From an optimization exercise on the open Yosys and OpenROAD flow, aimed at small area, a short achievable clock period and few clock cycles per item; shortcuts taken in it are not production practice.
In this exercise RTL edits were held to simulation tests only and were not proved equivalent to the original.
No activity file was given, so power comes from the tool's default toggle rates.

--- design/flow/config.mk ---
export PLATFORM = sky130hd
export DESIGN_NAME = five_stage_core
export DESIGN_NICKNAME = five_stage_core
export VERILOG_FILES = /design/flow/design.v
export SDC_FILE = /design/flow/constraint.sdc
export NUM_CORES = 4
export LEC_CHECK = 0
export CAP_MARGIN = 20
export CORE_MARGIN = 2
export CORE_UTILIZATION = 40
export CTS_CLUSTER_DIAMETER = 80
export CTS_CLUSTER_SIZE = 20
export SETUP_SLACK_MARGIN = 2.0
export SLEW_MARGIN = 20
export TNS_END_PERCENT = 5
--- design/flow/constraint.sdc ---
create_clock -name core_clock -period 5.0 [get_ports {clock}]
set_input_delay 1.0000 -clock core_clock [delete_from_list [all_inputs] [get_ports {clock}]]
set_output_delay 1.0000 -clock core_clock [all_outputs]
set_load 0.01 [all_outputs]
--- design/flow/run.sh ---
#!/bin/bash
# synth_recipe.tcl (not shown) runs the flow's synth.tcl, then flattens the netlist and writes it again
# the make line also repeats each setting of config.mk as NAME=value (left out here)
make -C /OpenROAD-flow-scripts/flow DESIGN_CONFIG=/design/flow/config.mk WORK_HOME=/design/flow/orfs CLKGATE_MAP_FILE= SYNTH_SCRIPT=/design/flow/synth_recipe.tcl finish
--- design/flow/design.v ---
package core_pkg;
  localparam int XLEN     = 32;
  localparam int NUM_REGS = 32;
  typedef logic [XLEN-1:0] word_t;
  typedef logic [31:0]     instr_t;
  typedef logic [4:0]      reg_addr_t;
  localparam logic [6:0] OPC_OP     = 7'b0110011;   
  localparam logic [6:0] OPC_OP_IMM = 7'b0010011;   
  localparam logic [6:0] OPC_LUI    = 7'b0110111;
  typedef struct packed {
    logic sum;     
    logic land;    
    logic lor;     
    logic lxor;    
    logic slt;     
    logic passb;   
  } ops_t;
endpackage
`timescale 1ns/100ps
`default_nettype none
module fetch_queue (
  input  logic             clock,
  input  logic             rst_n,
  input  logic             in_valid,
  input  core_pkg::instr_t in_instr,
  input  logic             issue,       
  output logic             out_valid,
  output core_pkg::instr_t out_instr,
  output logic [31:1]      out_sel1,    
  output logic [31:1]      out_sel2,    
  output logic             in_credit
);
  core_pkg::instr_t q0, q1;
  logic             v0, v1;
  logic             take;   
  core_pkg::instr_t nxt;    
  logic [31:1]      sel1, sel2;
  assign out_valid = v0;
  assign out_instr = q0;
  assign out_sel1  = sel1;
  assign out_sel2  = sel2;
  assign nxt       = v1 ? q1 : in_instr;
  assign in_credit = v0 && issue;
  assign take      = !v0 || issue;
  always_ff @(posedge clock)
  begin
    if (!rst_n)
    begin
      v0 <= 1'b0;
      v1 <= 1'b0;
    end
    else if (take)
    begin
      v0 <= v1 || in_valid;
      v1 <= v1 && in_valid;
    end
    else if (in_valid)
      v1 <= 1'b1;   
  end
  always_ff @(posedge clock)
  begin
    if (take)
    begin
      q0 <= nxt;
      for (int i = 1; i < 32; i++)
      begin
        sel1[i] <= nxt[19:15] == 5'(i);
        sel2[i] <= nxt[24:20] == 5'(i) && nxt[6:0] == core_pkg::OPC_OP;
      end
    end
    if (in_valid)
      q1 <= in_instr;
  end
endmodule
`default_nettype wire
`timescale 1ns/100ps
`default_nettype none
module decode_unit (
  input  core_pkg::instr_t    instr,
  output core_pkg::ops_t      ops,
  output logic                sub,     
  output core_pkg::reg_addr_t rd,      
  output core_pkg::reg_addr_t rs1,
  output core_pkg::reg_addr_t rs2,
  output logic                use_rs2,
  output core_pkg::word_t     imm      
);
  logic [6:0] opcode;
  logic [6:0] funct7;
  logic [2:0] funct3;
  logic       is_op;
  logic       is_imm;
  logic       is_lui;
  logic       f7_zero;
  logic       f7_sub;
  logic       wr;
  core_pkg::ops_t o;
  assign opcode  = instr[6:0];
  assign funct3  = instr[14:12];
  assign funct7  = instr[31:25];
  assign rs1     = instr[19:15];
  assign rs2     = instr[24:20];
  assign is_op   = (opcode == core_pkg::OPC_OP);
  assign is_imm  = (opcode == core_pkg::OPC_OP_IMM);
  assign is_lui  = (opcode == core_pkg::OPC_LUI);
  assign f7_zero = (funct7 == 7'b0000000);
  assign f7_sub  = (funct7 == 7'b0100000);
  always_comb
  begin
    o = '0;
    if (is_op)
    begin
      o.sum  = (funct3 == 3'b000) && (f7_zero || f7_sub);
      o.land = (funct3 == 3'b111) && f7_zero;
      o.lor  = (funct3 == 3'b110) && f7_zero;
      o.lxor = (funct3 == 3'b100) && f7_zero;
      o.slt  = (funct3 == 3'b010) && f7_zero;
    end
    else if (is_imm)
    begin
      o.sum  = (funct3 == 3'b000);
      o.land = (funct3 == 3'b111);
      o.lor  = (funct3 == 3'b110);
      o.lxor = (funct3 == 3'b100);
    end
    else if (is_lui)
      o.passb = 1'b1;
  end
  assign wr      = (|o) && (instr[11:7] != 5'd0);
  assign ops     = wr ? o : '0;
  assign rd      = wr ? instr[11:7] : 5'd0;
  assign sub     = is_op && (funct7[5] || funct3 == 3'b010);
  assign use_rs2 = is_op;
  assign imm     = is_lui ? {instr[31:12], 12'h000} : {{20{instr[31]}}, instr[31:20]};
endmodule
`default_nettype wire
`timescale 1ns/100ps
`default_nettype none
module execution_unit (
  input  core_pkg::ops_t  ops,
  input  logic            cin,      
  input  logic            inv,      
  input  core_pkg::word_t a,
  input  core_pkg::word_t b,
  output core_pkg::word_t res1,     
  output core_pkg::word_t res0,     
  output core_pkg::word_t sel
);
  core_pkg::word_t g;
  core_pkg::word_t t;
  core_pkg::word_t p;
  core_pkg::word_t pi;   
  core_pkg::word_t rest;
  core_pkg::word_t gk [6];
  core_pkg::word_t tk [6];
  core_pkg::word_t c;    
  logic            ta31;  
  logic            tb31;
  logic            lt1;
  logic            lt0;
  assign g  = a & b;
  assign t  = a | b;
  assign p  = a ^ b;
  assign pi = p ^ {32{inv}};
  assign gk[0] = {g[31:1], g[0] | (t[0] & cin)};
  assign tk[0] = t;
  for (genvar k = 0; k < 5; k++)
  begin : g_lvl
    for (genvar i = 0; i < 32; i++)
    begin : g_bit
      if (i >= (1 << k))
      begin : g_comb
        assign gk[k+1][i] = gk[k][i] | (tk[k][i] & gk[k][i-(1<<k)]);
        assign tk[k+1][i] = tk[k][i] & tk[k][i-(1<<k)];
      end
      else
      begin : g_pass
        assign gk[k+1][i] = gk[k][i];
        assign tk[k+1][i] = tk[k][i];
      end
    end
  end
  assign c = {gk[5][30:0], cin};
  assign rest = ({32{ops.land}}  & g)
              | ({32{ops.lor}}   & t)
              | ({32{ops.lxor}}  & p)
              | ({32{ops.passb}} & b);
  assign ta31 = a[31] ^ inv;
  assign tb31 = b[31] ^ cin;
  assign lt1  = (ta31 != tb31) ? ta31 : !pi[31];
  assign lt0  = (ta31 != tb31) ? ta31 : pi[31];
  assign res1[31:1] = ({31{ops.sum}} & ~pi[31:1]) | rest[31:1];
  assign res0[31:1] = ({31{ops.sum}} &  pi[31:1]) | rest[31:1];
  assign res1[0]    = (ops.sum & (pi[0] ^ cin)) | rest[0] | (ops.slt & lt1);
  assign res0[0]    = (ops.sum & (pi[0] ^ cin)) | rest[0] | (ops.slt & lt0);
  assign sel        = {c[31:1], c[31]};
endmodule
`default_nettype wire
`timescale 1ns/100ps
`default_nettype none
module writeback_unit (
  input  logic                clock,
  input  logic                rst_n,
  input  logic [31:1]         wr_en,     
  input  core_pkg::word_t     wr_data,
  input  logic [31:1]         rd_sel1,   
  input  logic [31:1]         rd_sel2,
  output core_pkg::word_t     rd_data1,
  output core_pkg::word_t     rd_data2
);
  core_pkg::word_t regs [1:31];
  core_pkg::word_t wdata;
  logic [31:1]     we;
  assign wdata = wr_data & {32{rst_n}};
  always_comb
  begin
    for (int i = 1; i < 32; i++)
      we[i] = !rst_n || wr_en[i];
  end
  always_ff @(posedge clock)
  begin
    for (int i = 1; i < 32; i++)
      if (we[i])
        regs[i] <= wdata;
  end
  always_comb
  begin
    rd_data1 = '0;
    rd_data2 = '0;
    for (int i = 1; i < 32; i++)
    begin
      rd_data1 = rd_data1 | (regs[i] & {32{rd_sel1[i]}});
      rd_data2 = rd_data2 | (regs[i] & {32{rd_sel2[i]}});
    end
  end
endmodule
`default_nettype wire
`timescale 1ns/100ps
`default_nettype none
module five_stage_core (
  input  logic              clock,
  input  logic              rst_n,
  input  logic              in_valid,
  input  core_pkg::instr_t  in_instr,
  output logic              in_credit,
  input  logic              commit_credit,
  output logic              commit_valid,
  output logic [36:0]       commit
);
  logic                issue;      
  logic                issue_c;    
  logic                issue_nc;   
  logic                fq_valid;
  core_pkg::instr_t    fq_instr;
  logic [31:1]         fq_sel1;
  logic [31:1]         fq_sel2;
  logic [31:1]         rd_sel1;    
  logic [31:1]         rd_sel2;
  logic                res_fwd1;   
  logic                res_fwd2;
  core_pkg::ops_t      id_ops;
  logic                id_sub;
  core_pkg::reg_addr_t id_rd;
  core_pkg::reg_addr_t id_rs1;
  core_pkg::reg_addr_t id_rs2;
  logic                id_use_rs2;
  core_pkg::word_t     id_imm;
  core_pkg::word_t     rf1;
  core_pkg::word_t     rf2;
  core_pkg::word_t     id_a;
  core_pkg::word_t     id_b;
  logic                ex_valid;
  core_pkg::ops_t      ex_ops;
  core_pkg::reg_addr_t ex_rd;
  core_pkg::word_t     ex_a;
  core_pkg::word_t     ex_b;
  logic                fwd_ex_a;   
  logic                fwd_ex_b;
  core_pkg::word_t     alu_res;
  core_pkg::word_t     alu_res1;   
  core_pkg::word_t     alu_res0;   
  core_pkg::word_t     alu_sel;    
  core_pkg::word_t     oth_a;
  core_pkg::word_t     oth_b;
  core_pkg::word_t     id_a1;
  core_pkg::word_t     id_a0;
  core_pkg::word_t     id_b1;
  core_pkg::word_t     id_b0;
  logic [31:1]         res_we;
  logic                id_ainv;
  logic                id_binv;
  logic                id_zero;
  logic                ex_ainv;    
  logic                ex_binv;     
  logic                res_valid;
  core_pkg::reg_addr_t res_rd;
  core_pkg::word_t     res_data;
  logic [1:0]          credits;
  fetch_queue fq0 (
    .clock     (clock),
    .rst_n     (rst_n),
    .in_valid  (in_valid),
    .in_instr  (in_instr),
    .issue     (issue),
    .out_valid (fq_valid),
    .out_instr (fq_instr),
    .out_sel1  (fq_sel1),
    .out_sel2  (fq_sel2),
    .in_credit (in_credit)
  );
  decode_unit id0 (
    .instr   (fq_instr),
    .ops     (id_ops),
    .sub     (id_sub),
    .rd      (id_rd),
    .rs1     (id_rs1),
    .rs2     (id_rs2),
    .use_rs2 (id_use_rs2),
    .imm     (id_imm)
  );
  writeback_unit rf0 (
    .clock    (clock),
    .rst_n    (rst_n),
    .wr_en    (res_we),
    .wr_data  (res_data),
    .rd_sel1  (rd_sel1),
    .rd_sel2  (rd_sel2),
    .rd_data1 (rf1),
    .rd_data2 (rf2)
  );
  assign fwd_ex_a = ex_rd != 5'd0 && ex_rd == id_rs1;
  assign fwd_ex_b = id_use_rs2 && ex_rd != 5'd0 && ex_rd == id_rs2;
  assign rd_sel1  = fq_sel1 & ~res_we;
  assign rd_sel2  = fq_sel2 & ~res_we;
  assign res_fwd1 = |(fq_sel1 & res_we);
  assign res_fwd2 = |(fq_sel2 & res_we);
  assign oth_a = rf1 | (res_data & {32{res_fwd1}});
  assign oth_b = rf2 | (res_data & {32{res_fwd2}}) | (id_imm & {32{!id_use_rs2}});
  execution_unit ex0 (
    .ops  (ex_ops),
    .cin  (ex_binv),
    .inv  (ex_ainv),
    .a    (ex_a),
    .b    (ex_b),
    .res1 (alu_res1),
    .res0 (alu_res0),
    .sel  (alu_sel)
  );
  assign id_ainv = id_sub && fwd_ex_b && !fwd_ex_a;
  assign id_binv = id_sub && !id_ainv;
  assign id_zero = id_sub && fwd_ex_a && fwd_ex_b;
  assign id_a1   = fwd_ex_a ? alu_res1 : ({32{id_ainv}} ^ oth_a);
  assign id_a0   = fwd_ex_a ? alu_res0 : ({32{id_ainv}} ^ oth_a);
  assign id_b1   = fwd_ex_b ? alu_res1 : ({32{id_binv}} ^ oth_b);
  assign id_b0   = fwd_ex_b ? alu_res0 : ({32{id_binv}} ^ oth_b);
  assign id_a    = (alu_sel & id_a1) | (~alu_sel & id_a0);
  assign id_b    = (alu_sel & id_b1) | (~alu_sel & id_b0);
  assign alu_res = (alu_sel & alu_res1) | (~alu_sel & alu_res0);
  assign issue_nc     = (res_valid && ex_valid) ? (credits == 2'd3)
                      : (res_valid || ex_valid) ? credits[1]
                      : (credits != 2'd0);
  assign issue_c      = (res_valid && ex_valid) ? credits[1]
                      : (res_valid || ex_valid) ? (credits != 2'd0)
                      : 1'b1;
  assign issue        = commit_credit ? issue_c : issue_nc;
  assign commit_valid = res_valid;
  assign commit       = {res_rd, res_data};
  always_ff @(posedge clock)
  begin
    if (!rst_n)
    begin
      ex_valid  <= 1'b0;
      ex_rd     <= 5'd0;
      res_valid <= 1'b0;
      res_we    <= '0;
      credits   <= 2'd0;
    end
    else
    begin
      credits   <= credits + 2'(commit_credit) - 2'(commit_valid);
      ex_valid  <= fq_valid && issue;
      ex_rd     <= (fq_valid && issue) ? id_rd : 5'd0;
      res_valid <= ex_valid;
      for (int i = 1; i < 32; i++)
        res_we[i] <= ex_rd == 5'(i);
    end
  end
  always_ff @(posedge clock)
  begin
    ex_ops   <= id_zero ? '0 : id_ops;
    ex_ainv  <= id_ainv;
    ex_binv  <= id_binv;
    ex_a     <= id_a;
    ex_b     <= id_b;
    res_rd   <= ex_rd;
    res_data <= alu_res;
  end
endmodule
`default_nettype wire
==> results_dict.tcl, run 1 <==
set metrics [dict create \
    cap_violations 0 \
    hold_viol_final 0 \
    grt_pass1_wl_um 349000 \
    nets 4156 \
    seq_power_share_pct 51.8 \
    dp_hpwl_um 144000 \
    ys_warn_count 8 \
    p_clk_share_pct 26.5 \
    fin_cells 5902 \
    required_ps 5640 \
    antenna_found_initial 11 \
    grt_pass1_vias 41100 \
    crit_type "register to register" \
    vias 44800 \
    gp_congestion 0.973 \
    vias_per_cell 7.60 \
    cts.path.max_buffers 3 \
    die-area_mm2 0.142 \
    synth_cell_type_count 74 \
    p_leak_nw 21.3 \
    portBuffers 74 \
    syn_area_mm2 0.0555 \
    core_mm2 0.137 \
    drive_gt1_share_pct 11.6 \
    ir_drop_mv 0.307 \
    setup_viol 0 \
    dp_slack_ps 1200 \
    start_util_pct 40.4 \
    min_period_ps 3310 \
    h-tree-depth 3 \
    routed_wl_um 263000 \
    grt_use_total_pct 36.1 \
    drt.antenna.violating_nets 0 \
    cp_max_fo 18 \
    ys_seq_elements 1269 \
    die_w_um 376 \
    drt_iter0_drc 11900 \
    power.internal_mw 16.5 \
    syn_to_final_growth_pct 11.6 \
    hold_path_startpoint "ex_rd[0]" \
    rsz0062_at_grt "yes" \
    wl_per_cell_um 44.6 \
    ios 75 \
    yosysSeqAreaShare_pct 66.0 \
    most-common-layout-cells "edfxtp_1 (1,118), a22oi_1 (623), nor2_1 (189), nand4_1 (170), a22o_1 (159)" \
    post-route-period-util_pct 66.3 \
    worstSetupStartpointType "register" \
    fp.dieH_um 376 \
    postCtsHoldBufs 0 \
    first_pass_iters 11 \
    syn_nets 4115 \
    cp-end-kind "register" \
    synth.avg_cell_area_um2 13.8 \
    p_per_area_mw_per_mm2 393 \
    worstMarginPinSlew_ps 1310 \
    slowest_stage "nor2b_4" \
    worst_slack_ps 1690 \
    tns_ps 0 \
    switchingPower_mw 7.78 \
    clkLatencyLatePin_ps 710 \
    cpPeakStageDelay_ps 970 \
    dominantRegCellSynth "edfxtp_1" \
    cts_tree "done" \
    worstPathArrival_ps 3950 \
    synthArstFlopShare_pct 0 \
    placed_cells 5737 \
    final_common_cell "edfxtp_1" \
    critPathTopFamily "simple AND/OR/NAND/NOR gates" \
    worstHoldPathType "register to register" \
    clk_pin_slew_ps 90 \
    r2r_start "res_we[20]" \
    overflow 0 \
    drcViolationCount 0 \
    max_freq_mhz 302 \
    synth_cells 4013 \
    p_sw_share_pct 32.0 \
    synth-edff-count 1118 \
    status "complete, no violations" \
    path_cells "nor2b_4, buf_4, a22oi_1, nand4_1, a211oi_1, nand3_1, xnor2_1, nor2_1, a21oi_1" \
    num_rows 136 \
    cts-root-buf "clkbuf_16" \
    drv_slew 0 \
    combPwrFrac_pct 21.6 \
    numCtsBuffers 74 \
    fillers 12200 \
    slew_headroom_pct 12.5 \
    clkSinkCount 1269 \
    cp_num_buf_inv 1 \
    clock_skew_ps 43.6 \
    grt_max_degree 95 \
    worstSetupStartpoint "res_we[20]" \
]
-- path summary, 6_finish.rpt --
| check | endpoint | slack, ps | cells past startpoint |
|---|---|---|---|
| setup reg to reg | ex_b[18] | 1690 | 9 |
| hold reg to reg | res_rd[0] | 490 | 0 |
| setup / recovery | ex_b[18] | 1690 | 9 |
| hold / removal | res_rd[0] | 490 | 0 |
-- routing by layer --
layer  GRT usage, %  share of wire [%]
met1           44.4                 33
met2           49.3                 39
met3           17.9                 19
met4           24.6                9.1
met5              0              0.041
-- layout make-up --
type,instances,area [µm²],area share (%)
Tap cell,1794,2240,3.62
Clock buffer,113,2050,3.31
Timing Repair Buffer,239,2230,3.60
Multi-Input combinational cell,2334,18200,29.4
Antenna cell,10,25.0,0.0404
Clock inverter,7,60.1,0.0970
Inverter,136,514,0.830
Sequential cell,1269,36600,59.1
-- synthesized netlist by cell type, drive strengths merged, types with 3 or more instances --
master	n	area, µm²
nor3	36	185
a22o	159	1390
a2111oi	43	962
nand3	93	465
a221o	20	200
buf	57	253
o21a	5	38.8
o211ai	11	82.6
a222oi	66	661
nor2b	78	488
or3	9	56.3
nand2b	40	250
a21boi	5	37.5
a211oi	21	158
nor2	191	717
mux2i	16	160
nand3b	3	22.5
a31oi	3	18.8
a21o	4	30.0
a21oi	111	559
a311o	4	40.0
nand4	170	1060
a221oi	162	1440
and2	39	244
ha	66	826
xor2	24	210
o31ai	4	30.0
edfxtp	1118	33600
xnor2	114	998
o21ai	43	219
or4	8	67.6
o21bai	4	33.8
mux2	25	282
nand2	94	353
dfxtp	151	3020
nor4	13	109
a22oi	623	4680
clkbuf	219	822
inv	136	510
-- logic make-up (layout without fill, tap and decap cells) --
family	after synthesis	count (layout)	synth area share [%]
AO/OA/AOI/OAI	1302	1302	19.3
XOR/XNOR	138	138	2.18
adder cells (fa/ha/maj)	67	67	1.51
buffers and inverters	412	495	2.86
flip-flops	1269	1269	66.0
multiplexers	41	41	0.796
other	0	10	0
AND/OR/NAND/NOR	784	786	7.38
-- flip-flops by register name, summed over array words and instances, names as in the netlist, 2 cells and up --
name      cells
credits       2
ex_a         32
ex_b         32
ex_ops        6
ex_rd         5
fq0.q0       32
fq0.q1       32
fq0.sel1     31
fq0.sel2     31
res_data     32
res_rd        5
res_we       31
rf0.regs    992
-- metrics by stage --
stage / utilization, % / cell area [µm²] / hold WS [ps] / total power, mW
4_1_cts: 44.8 / 61600 / 486 / 23.8
6_report: 45.0 / 61900 / 486 / 24.3
5_1_grt: 45.0 / 61900 / 518 / 24.6
3_5_place_dp: 43.0 / 59100 / 465 / 17.5
2_1_floorplan: - / 55500 / 329 / 15.3
3_3_place_gp: 43.0 / 59100 / 469 / 17.5
-- power groups by stage --
stage / clock (mW) / sequential, mW / combinational, mW
2_1_floorplan: 0 / 12.6 / 2.71
3_3_place_gp: 0 / 12.8 / 4.69
6_report: 6.46 / 12.6 / 5.26
3_5_place_dp: 0 / 12.8 / 4.72
4_1_cts: 6.39 / 12.6 / 4.81
5_1_grt: 6.74 / 12.6 / 5.24
-- timing repair --
action / 4_1_cts / 5_1_grt
setup endpoints to repair: 100 / 124
resized for setup: 42 / 38
setup buffers: 19 / 11
endpoints found under the hold margin: 0 / 0
pin swaps: 11 / 19
gates cloned: 2 / 1
Testbench counts, summed over its fixed seeds: cycles 12,024, instrs 12,000.
==> run 2, diff against run 1 <==
--- a/design/flow/config.mk
+++ b/design/flow/config.mk
@@ -11,5 +11,5 @@
 export CTS_CLUSTER_DIAMETER = 80
 export CTS_CLUSTER_SIZE = 20
-export SETUP_SLACK_MARGIN = 2.0
+export SETUP_SLACK_MARGIN = 2.25
 export SLEW_MARGIN = 20
 export TNS_END_PERCENT = 5
==> results_dict.tcl, run 2 <==
set metrics [dict create \
    status "complete, no violations" \
    clkSinkCount 1269 \
    yosysMostFrequentCell "edfxtp_1" \
    worstSetupStartpoint "fq0.sel2[11]" \
    synth_cells 4013 \
    drcViolationCount 0 \
    fp.dieH_um 376 \
    final_common_cell "edfxtp_1" \
    antenna_found_initial 17 \
    yosys.area.top_type "edfxtp_1" \
    ir_drop_mv 0.304 \
    cts.path.max_buffers 3 \
    dominantRegCellSynth "edfxtp_1" \
    combPwrFrac_pct 22.5 \
    syn_nets 4115 \
    p_per_area_mw_per_mm2 391 \
    slew_headroom_pct 14.0 \
    yosysTopAreaCellShare_pct 60.5 \
    min_period_ps 3190 \
    drt_iter0_drc 11800 \
    h-tree-depth 3 \
    vias 45400 \
    gp_congestion 0.973 \
    drv_slew 0 \
    switchingPower_mw 7.88 \
    r2r_end "ex_b[18]" \
    p_leak_nw 21.6 \
    worstSetupStartpointType "register" \
    worstMarginPinSlew_ps 1290 \
    synth-edff-count 1118 \
    drive_gt1_share_pct 14.6 \
    grt_pass1_wl_um 353000 \
    placed_cells 5737 \
    clkLatencyLatePin_ps 710 \
    placed_area_mm2 0.0591 \
    seq_power_share_pct 51.3 \
    r2r_slack_ps 1810 \
    syn_to_final_growth_pct 13.2 \
    nets 4211 \
    crit_end "ex_b[18]" \
    cp-end-kind "register" \
    clock_skew_ps 45.6 \
    die_w_um 376 \
    start_util_pct 40.4 \
    setup_viol 0 \
    worst_r2r_path_depth 9 \
    tns_ps 0 \
    num_rows 136 \
    crit_type "register to register" \
    ios 75 \
    ys_seq_elements 1269 \
    post-route-period-util_pct 63.7 \
    grt_pass1_vias 41600 \
    largest_register_ffs 992 \
    core_mm2 0.137 \
    p_clk_share_pct 26.3 \
    ys_warn_count 8 \
    cts-root-buf "clkbuf_16" \
    power.internal_mw 16.7 \
    worstPathArrival_ps 3810 \
    cap_violations 0 \
    most-common-layout-cells "edfxtp_1 (1,118), a22oi_1 (623), nor2_1 (187), buf_4 (176), nand4_1 (170)" \
    drt.antenna.violating_nets 0 \
    clk_pin_slew_ps 90 \
    wl_per_cell_um 44.6 \
    die-area_mm2 0.142 \
    dp_hpwl_um 144000 \
    hold_viol_final 0 \
    portBuffers 74 \
    p_sw_share_pct 32.1 \
    postCtsHoldBufs 0 \
    max_freq_mhz 314 \
    first_pass_iters 15 \
    grt_max_degree 95 \
    synth.avg_cell_area_um2 13.8 \
    rsz0062_at_grt "yes" \
    netlist_top_cells_count "edfxtp_1 (1,118), a22oi_1 (623), clkbuf_1 (219)" \
    yosysSeqAreaShare_pct 66.0 \
    cp_max_fo 18 \
    routed_wl_um 266000 \
    syn_area_mm2 0.0555 \
    r2r_start "fq0.sel2[11]" \
    overflow 0 \
    grt_use_total_pct 36.5 \
    fin_cells 5962 \
    worstHoldPathType "register to register" \
    synth_cell_type_count 74 \
    final_area_mm2 0.0628 \
    cts_tree "done" \
    vias_per_cell 7.62 \
    numCtsBuffers 74 \
    regMostFlops "rf0.regs" \
    synthTopCellsByArea "edfxtp_1 (61%), a22oi_1 (8.4%), dfxtp_1 (5.4%)" \
    synthArstFlopShare_pct 0 \
    required_ps 5630 \
]
run 2: changes by cell type in the layout (fill, tap and decap cells not counted), moves of 4 or more:
cell     previous run  this run
dfxtp_1           141       101
dfxtp_2            10        48
buf_4             142       176
buf_6               6        17
ha_1               64        53
buf_12             15        23
a21oi_1           105        98
a21oi_2             3        10
ha_2                2         9
diode_2            10        15
inv_1             134       129
inv_2               1         6
ha_4                0         4
run 2: area by class of cell:
type | count | area (µm²)
inverters | 136 | 514
clock inverters | 7 | 60.1
multi-input cells | 2334 | 18400
diodes | 15 | 37.5
well taps | 1794 | 2240
repair buffers | 294 | 2820
fillers | 12100 | 74700
clock buffers | 113 | 2050
flip-flops and latches | 1269 | 36700
run 2: logic make-up after synthesis:
group	share of synthesized area, %
AO/OA/AOI/OAI	19.3
AND/OR/NAND/NOR	7.38
flip-flops	66.0
buffers and inverters	2.86
multiplexers	0.796
adder cells (fa/ha/maj)	1.51
XOR/XNOR	2.18
run 2: layer usage:
| layer | vias up | global-route usage [%] | routed length, µm | part of all wire, % |
|---|---|---|---|---|
| li1 | 16500 | - | - | - |
| met1 | 21900 | 44.2 | 86700 | 33 |
| met2 | 5406 | 49.6 | 104000 | 39 |
| met3 | 1585 | 18.4 | 50000 | 19 |
| met4 | 18 | 26.1 | 25200 | 9.5 |
| met5 | - | 1.51 | 281 | 0.11 |
run 2: power by group through the flow:
stage / clock [mW] / combinational [mW] / sequential [mW]
2_1_floorplan: 0 / 2.71 / 12.6
3_3_place_gp: 0 / 4.69 / 12.8
3_5_place_dp: 0 / 4.72 / 12.8
4_1_cts: 6.39 / 5.00 / 12.6
5_1_grt: 6.74 / 5.47 / 12.6
6_report: 6.45 / 5.52 / 12.6
run 2: through the flow:
step           setup WS, ps  util, %  hold WS (ps)  power [mW]
3_3_place_gp           1200     43.0           469        17.5
2_1_floorplan          1870        -           329        15.3
6_report               1810     45.7           483        24.6
5_1_grt                1910     45.6           513        24.8
3_5_place_dp           1200     43.0           465        17.5
4_1_cts                2100     45.4           486        23.9
run 2: timing repair:
item,in CTS,in global routing
pin swaps,35,23
endpoints found under the setup margin,157,164
gates resized for setup,148,50
buffers inserted,68,17
cloned,3,0
run 2: how the worst min path moves through the flow:
| stage | depth (start not counted) | slack (ps) | endpoint | start |
|---|---|---|---|---|
| final | 0 | 480 | res_rd[0] | ex_rd[0] |
| after global routing | 0 | 510 | res_rd[0] | ex_rd[0] |
| after CTS | 0 | 490 | res_rd[0] | ex_rd[0] |
| after detailed placement | 0 | 470 | res_rd[0] | ex_rd[0] |
| after global placement | 0 | 470 | res_rd[0] | ex_rd[0] |
| after floorplan | 0 | 330 | res_rd[2] | ex_rd[2] |
run 2: critical path: stages, from the launching register on:
cell      delay [ps]
edfxtp_1         370
nor2b_4          850
buf_4            610
a22oi_1          130
nand4_1          340
a211oi_1         100
nand3_1          260
xnor2_1          150
nor2_1            60
a21oi_1          140
==> run 3, diff against run 2 <==
--- a/design/flow/design.v
+++ b/design/flow/design.v
@@ -331,10 +331,10 @@
   assign fwd_ex_a = ex_rd != 5'd0 && ex_rd == id_rs1;
   assign fwd_ex_b = id_use_rs2 && ex_rd != 5'd0 && ex_rd == id_rs2;
-  assign rd_sel1  = fq_sel1 & ~res_we;
-  assign rd_sel2  = fq_sel2 & ~res_we;
+  assign rd_sel1  = fq_sel1;
+  assign rd_sel2  = fq_sel2;
   assign res_fwd1 = |(fq_sel1 & res_we);
   assign res_fwd2 = |(fq_sel2 & res_we);
-  assign oth_a = rf1 | (res_data & {32{res_fwd1}});
-  assign oth_b = rf2 | (res_data & {32{res_fwd2}}) | (id_imm & {32{!id_use_rs2}});
+  assign oth_a = res_fwd1 ? res_data : rf1;
+  assign oth_b = res_fwd2 ? res_data : (rf2 | (id_imm & {32{!id_use_rs2}}));
   execution_unit ex0 (
     .ops  (ex_ops),
--- a/design/flow/config.mk
+++ b/design/flow/config.mk
@@ -11,5 +11,5 @@
 export CTS_CLUSTER_DIAMETER = 80
 export CTS_CLUSTER_SIZE = 20
-export SETUP_SLACK_MARGIN = 2.25
+export SETUP_SLACK_MARGIN = 2.0
 export SLEW_MARGIN = 20
 export TNS_END_PERCENT = 5
==> results_dict.tcl, run 3 <==
set metrics [dict create \
    largest_register_ffs 992 \
    vias 45300 \
    placed_cells 5790 \
    cts.path.max_buffers 3 \
    clkSinkCount 1269 \
    ys_warn_count 8 \
    tns_ps 0 \
    dp_hpwl_um 143000 \
    ios 75 \
    drive_gt1_share_pct 11.1 \
    syn_nets 4141 \
    required_ps 5590 \
    grt_use_total_pct 35.1 \
    drv_slew 0 \
    fp.dieH_um 375 \
    grt_pass1_wl_um 343000 \
    cpPeakStageDelay_ps 810 \
    synth-edff-count 1118 \
    synthTopCellsByArea "edfxtp_1 (61%), a22oi_1 (6.7%), dfxtp_1 (5.5%)" \
    die_w_um 375 \
    p_clk_share_pct 27.5 \
    p_per_area_mw_per_mm2 400 \
    wl_per_cell_um 42.9 \
    routed_wl_um 256000 \
    p_sw_share_pct 31.8 \
    p_leak_nw 21.6 \
    seq_power_share_pct 51.2 \
    cts-root-buf "clkbuf_16" \
    rsz0062_at_grt "yes" \
    fillers 12100 \
    yosysTopAreaCellShare_pct 61.1 \
    nets 4229 \
    worstHoldPathType "register to register" \
    seqCellArea_mm2 0.0366 \
    vias_per_cell 7.61 \
    worstMarginPinSlew_ps 1300 \
    final_common_cell "edfxtp_1" \
    h-tree-depth 3 \
    portBuffers 74 \
    max_freq_mhz 302 \
    overflow 0 \
    worstPathArrival_ps 3900 \
    min_period_ps 3310 \
    yosysSeqAreaShare_pct 66.6 \
    slew_headroom_pct 13.5 \
    crit_type "register to register" \
    start_util_pct 40.4 \
    clock_skew_ps 43.6 \
    clkLatencyLatePin_ps 720 \
    multi_input_area_mm2 0.0173 \
    core_mm2 0.136 \
    cp_max_fo 10 \
    num_rows 135 \
    setup_viol 0 \
    worst_slack_ps 1690 \
    slowest_stage "edfxtp_1" \
    drt.antenna.violating_nets 0 \
    worstSetupStartpointType "register" \
    status "complete, no violations" \
    antenna_found_initial 16 \
    synth.avg_cell_area_um2 13.6 \
    cap_violations 0 \
    switchingPower_mw 7.83 \
    hold_viol_final 0 \
    cp-end-kind "register" \
    drcViolationCount 0 \
    path_cells "buf_4, a22o_1, a221oi_1, nand4_1, nor3_2, nor2_1, a21oi_1, xnor2_1, nand2_1, o21ai_0" \
    critPathTopFamily "simple AND/OR/NAND/NOR gates" \
    dp_slack_ps 1460 \
    drt_iter0_drc 11800 \
    power.total_mw 24.6 \
    synth_cell_type_count 74 \
    fin_cells 5957 \
    first_pass_iters 11 \
    combPwrFrac_pct 21.3 \
    clk_pin_slew_ps 90 \
    yosysMostFrequentCell "edfxtp_1" \
    yosys.area.top_type "edfxtp_1" \
    dominantRegCellSynth "edfxtp_1" \
    most-common-layout-cells "edfxtp_1 (1,118), a22oi_1 (487), a22o_1 (230), a221oi_1 (229), nor2_1 (187)" \
    numCtsBuffers 77 \
    cts_tree "done" \
    power.internal_mw 16.8 \
    post-route-period-util_pct 66.2 \
    synth_cells 4039 \
    die-area_mm2 0.140 \
    ir_drop_mv 0.253 \
    regMostFlops "rf0.regs" \
    gp_congestion 0.983 \
    ys_seq_elements 1269 \
    cp_num_buf_inv 1 \
    synthArstFlopShare_pct 0 \
    syn_to_final_growth_pct 12.2 \
    netlist_top_cells_count "edfxtp_1 (1,118), a22oi_1 (487), a221oi_1 (232)" \
    grt_pass1_vias 41900 \
    syn_area_mm2 0.0549 \
    grt_max_degree 57 \
]
## run 3: cell types whose count changed in the layout (fill, tap and decap cells not counted), moves of 29 or more
cell | before | now
a22oi_1 | 623 | 487
a221oi_1 | 154 | 229
a22o_1 | 159 | 230
nor2b_4 | 63 | 1
nand2_1 | 92 | 151
dfxtp_1 | 101 | 146
dfxtp_2 | 48 | 5
a21oi_1 | 98 | 131
a2111oi_4 | 33 | 2
nand3_1 | 87 | 56
o21ai_1 | 1 | 30
## run 3: power by group through the flow
stage | logic, mW | registers [mW] | clock network [mW]
floorplan | 2.59 | 12.6 | 0
global placement | 4.53 | 12.8 | 0
detailed placement | 4.55 | 12.8 | 0
CTS | 4.65 | 12.6 | 6.71
global route | 5.26 | 12.6 | 7.08
finish | 5.25 | 12.6 | 6.76
## run 3: final timing paths
path / from / endpoint / cells past startpoint / slack, ps
worst min-delay path: ex_rd[0] / res_rd[0] / 0 / 440
worst min register to register: ex_rd[0] / res_rd[0] / 0 / 440
worst max-delay path: fq0.sel1[29] / ex_a[21] / 10 / 1690
worst max register to register: fq0.sel1[29] / ex_a[21] / 10 / 1690
## run 3: layer usage
metal	part of all wire [%]	GRT usage, %	vias up
met3	18	15.9	1476
li1	-	-	16600
met4	9.4	24.0	18
met1	34	44.3	21900
met5	0.054	0.274	-
met2	39	47.9	5354
## run 3: cells by family after synthesis
group	after synthesis	share of synthesized area, %
mux	36	0.713
fa+ha+maj	66	1.50
xor+xnor	137	2.19
buf+inv	426	2.99
flops	1269	66.6
simple gates	764	7.02
compound gates	1341	18.9
## run 3: metrics by stage
stage	hold slack (ps)	utilization [%]	instance area (µm²)
after global placement	429	42.9	58300
after CTS	446	44.8	60900
after detailed placement	434	43.0	58400
final	445	45.4	61600
after global routing	466	45.4	61600
after floorplan	329	-	54900
## run 3: layout make-up
cell class / count / area share, %
sequential: 1269 / 59.4
multi-input combinational: 2344 / 28.0
timing repair buffer: 294 / 4.34
tap: 1781 / 3.62
clock buffer: 101 / 3.38
inverter: 141 / 0.871
clock inverter: 14 / 0.341
antenna: 13 / 0.0528
## run 3: timing repair
action,CTS,global route
pin swaps,6,13
resized for setup,29,93
setup buffers,10,27
cloned,0,1
setup endpoints to repair,73,89
hold buffers,0,0
## run 3: worst register-to-register path: stages (launching register included)
cell and delay [ps]:
edfxtp_1 810, buf_4 420, a22o_1 230, a221oi_1 270
nand4_1 150, nor3_2 800, nor2_1 100, a21oi_1 190
xnor2_1 80, nand2_1 90, o21ai_0 70
Testbench counts of run 3, summed over its fixed seeds: cycles 12,024, instrs 12,000.
==> run 4, diff against run 3 <==
--- a/design/flow/config.mk
+++ b/design/flow/config.mk
@@ -11,5 +11,5 @@
 export CTS_CLUSTER_DIAMETER = 80
 export CTS_CLUSTER_SIZE = 20
-export SETUP_SLACK_MARGIN = 2.0
+export SETUP_SLACK_MARGIN = 2.25
 export SLEW_MARGIN = 20
 export TNS_END_PERCENT = 5
==> results_dict.tcl, run 4 <==
set metrics [dict create \
    cp_max_fo 8 \
    most-common-layout-cells "edfxtp_1 (1,118), a22oi_1 (485), buf_4 (232), a22o_1 (230), a221oi_1 (206)" \
    synth_compound_area_share_pct 18.9 \
    slew_headroom_pct 11.3 \
    synth_cells 4039 \
    p_leak_nw 22.5 \
    hold_viol_final 0 \
    synthArstFlopShare_pct 0 \
    clock_skew_ps 44.1 \
    worstHoldPathType "register to register" \
    numCtsBuffers 77 \
    ys_warn_count 8 \
    synthTopCellsByArea "edfxtp_1 (61%), a22oi_1 (6.7%), dfxtp_1 (5.5%)" \
    drcViolationCount 0 \
    p_per_area_mw_per_mm2 394 \
    drv_slew 0 \
    grt_use_total_pct 35.6 \
    grt_max_degree 57 \
    rsz0062_at_grt "yes" \
    synth-edff-count 1118 \
    dp_hpwl_um 143000 \
    min_period_ps 3020 \
    cp-end-kind "register" \
    antenna_found_initial 13 \
    grt_pass1_wl_um 347000 \
    num_rows 135 \
    ir_drop_mv 0.254 \
    first_pass_iters 17 \
    ys_seq_elements 1269 \
    vias 46500 \
    worstSetupStartpointType "register" \
    max_freq_mhz 332 \
    postCtsHoldBufs 0 \
    portBuffers 74 \
    synth_simple_gate_area_share_pct 7.02 \
    worst_slack_ps 1980 \
    required_ps 5620 \
    synth_xor_area_share_pct 2.19 \
    syn_nets 4141 \
    drt.antenna.violating_nets 0 \
    whs_ps 449 \
    synth_top_family_by_area "compound AO/OA/AOI/OAI gates" \
    largest_register_ffs 992 \
    wl_per_cell_um 43.8 \
    clkSinkCount 1269 \
    tns_ps 0 \
    cts.path.max_buffers 3 \
    fillers 11800 \
    dominantRegCellSynth "edfxtp_1" \
    fp.dieH_um 375 \
    status "complete, no violations" \
    h-tree-depth 3 \
    gp_congestion 0.983 \
    die-area_mm2 0.140 \
    synth-adder-area-share_pct 1.50 \
    setup_viol 0 \
    routed_wl_um 266000 \
    worstPathArrival_ps 3630 \
    netlist_top_cells_count "edfxtp_1 (1,118), a22oi_1 (487), a221oi_1 (232)" \
    ios 75 \
    syn_to_final_growth_pct 16.7 \
    synthMuxAreaShare_pct 0.713 \
    final_util_pct 47.2 \
    cap_violations 0 \
    yosys.area.top_type "edfxtp_1" \
    clk_pin_slew_ps 80 \
    yosysMostFrequentCell "edfxtp_1" \
    grt_pass1_vias 42400 \
    drt_iter0_drc 12300 \
    dp_slack_ps 1460 \
    post-route-period-util_pct 60.3 \
    synth.avg_cell_area_um2 13.6 \
    yosysTopAreaCellShare_pct 61.1 \
    cts-root-buf "clkbuf_16" \
    worstMarginPinSlew_ps 1330 \
    r2r_slack_ps 1980 \
    drive_gt1_share_pct 17.0 \
    cts_tree "done" \
    final_common_cell "edfxtp_1" \
    syn_area_mm2 0.0549 \
    nets 4347 \
    overflow 0 \
    die_w_um 375 \
    yosysSeqAreaShare_pct 66.6 \
    clkLatencyLatePin_ps 720 \
    start_util_pct 40.4 \
    vias_per_cell 7.65 \
    crit_type "register to register" \
    regMostFlops "rf0.regs" \
    synth_cell_type_count 74 \
    core_mm2 0.136 \
]
-- run 4: cell counts after synthesis --
No cell type changed its count.
-- run 4: timing repair --
| action | CTS | global route |
|---|---|---|
| resized for setup | 162 | 296 |
| cloned | 3 | 21 |
| endpoints found under the hold margin | 0 | 0 |
| endpoints found under the setup margin | 139 | 786 |
| buffers inserted | 44 | 89 |
| pin swaps | 27 | 86 |
-- run 4: cells by family after synthesis --
kind of cell	count (synthesis)
multiplexers	36
buffers and inverters	426
AND/OR/NAND/NOR	764
adder cells (fa/ha/maj)	66
AO/OA/AOI/OAI	1341
flip-flops	1269
XOR/XNOR	137
-- run 4: path summary, 6_finish.rpt --
check	start	depth (start not counted)	to
worst max-delay path	fq0.q0[3]	11	ex_b[27]
worst min-delay path	ex_rd[0]	0	res_rd[0]
worst max register to register	fq0.q0[3]	11	ex_b[27]
worst min register to register	ex_rd[0]	0	res_rd[0]
-- run 4: worst max-delay path, stage by stage, from the launching register on --
cell and delay, ps:
edfxtp_1 350, nand4b_1 190, or3_4 360, buf_12 140, and2_4 190, buf_12 160
nor4_4 830, a21oi_2 130, a21oi_2 200, buf_4 140, a211oi_2 60, a21oi_1 160
-- run 4: layer usage --
layer	up-vias	global-route usage, %	share of wire (%)
li1	16800	-	-
met1	22400	44.4	33
met2	5591	48.9	39
met3	1625	16.4	19
met4	19	23.9	9.6
met5	-	0.206	0.17
-- run 4: final cells by class --
class,count,area (µm²),share of cell area (%)
timing repair buffer,408,4320,6.74
antenna,9,22.5,0.0351
tap,1781,2230,3.48
multi-input combinational,2348,18000,28.2
sequential,1269,36600,57.2
clock buffer,101,2080,3.25
inverter,141,536,0.836
clock inverter,14,210,0.328
-- run 4: where the power goes --
part	leakage [nW]	switching (mW)	internal [mW]
combinational	8.54	3.94	1.92
sequential	12.9	0.502	12.1
clock	1.10	3.70	3.08
-- run 4: metrics by stage --
stage          power (mW)  instances  cell area, µm²
6_report             25.2       6071           64100
4_1_cts              24.2       5952           61800
2_1_floorplan        15.2       4039           54900
5_1_grt              25.6       6064           64100
3_3_place_gp         17.4       5788           58300
3_5_place_dp         17.4       5790           58400

-- re-timing with driven ports --
The results above use ideal ports. As a check the final layouts listed here were re-extracted and re-timed, cells and wires unchanged.
Step 1: set_driving_cell puts a clkbuf_16 on clock and a buf_2 on each other input, an assumption about the parent block.
Step 2, shift: input delay + t, output delay - t, t = (earliest + latest rising clock arrival at the registers) / 2. This alone moves slack from input paths to output paths.
Three values: ideal ports, drivers, drivers and shift; two values: the first two.
run	shift t [ns]	slack for setup (ns)	worst data-port slew with drivers (ns)
run 1	0.778	1.687 / 1.687 / 1.312	0.06
run 2	0.773	1.814 / 1.814 / 1.334	0.07
run 3	0.776	1.690 / 1.690 / 1.321	0.11
run 4	0.780	1.985 / 1.985 / 1.371	0.10
After both steps setup and hold are still met in every run listed. For run 4, which loses most, drivers alone change the setup slack by 0.000 ns; drivers and shift together by -0.614 ns.
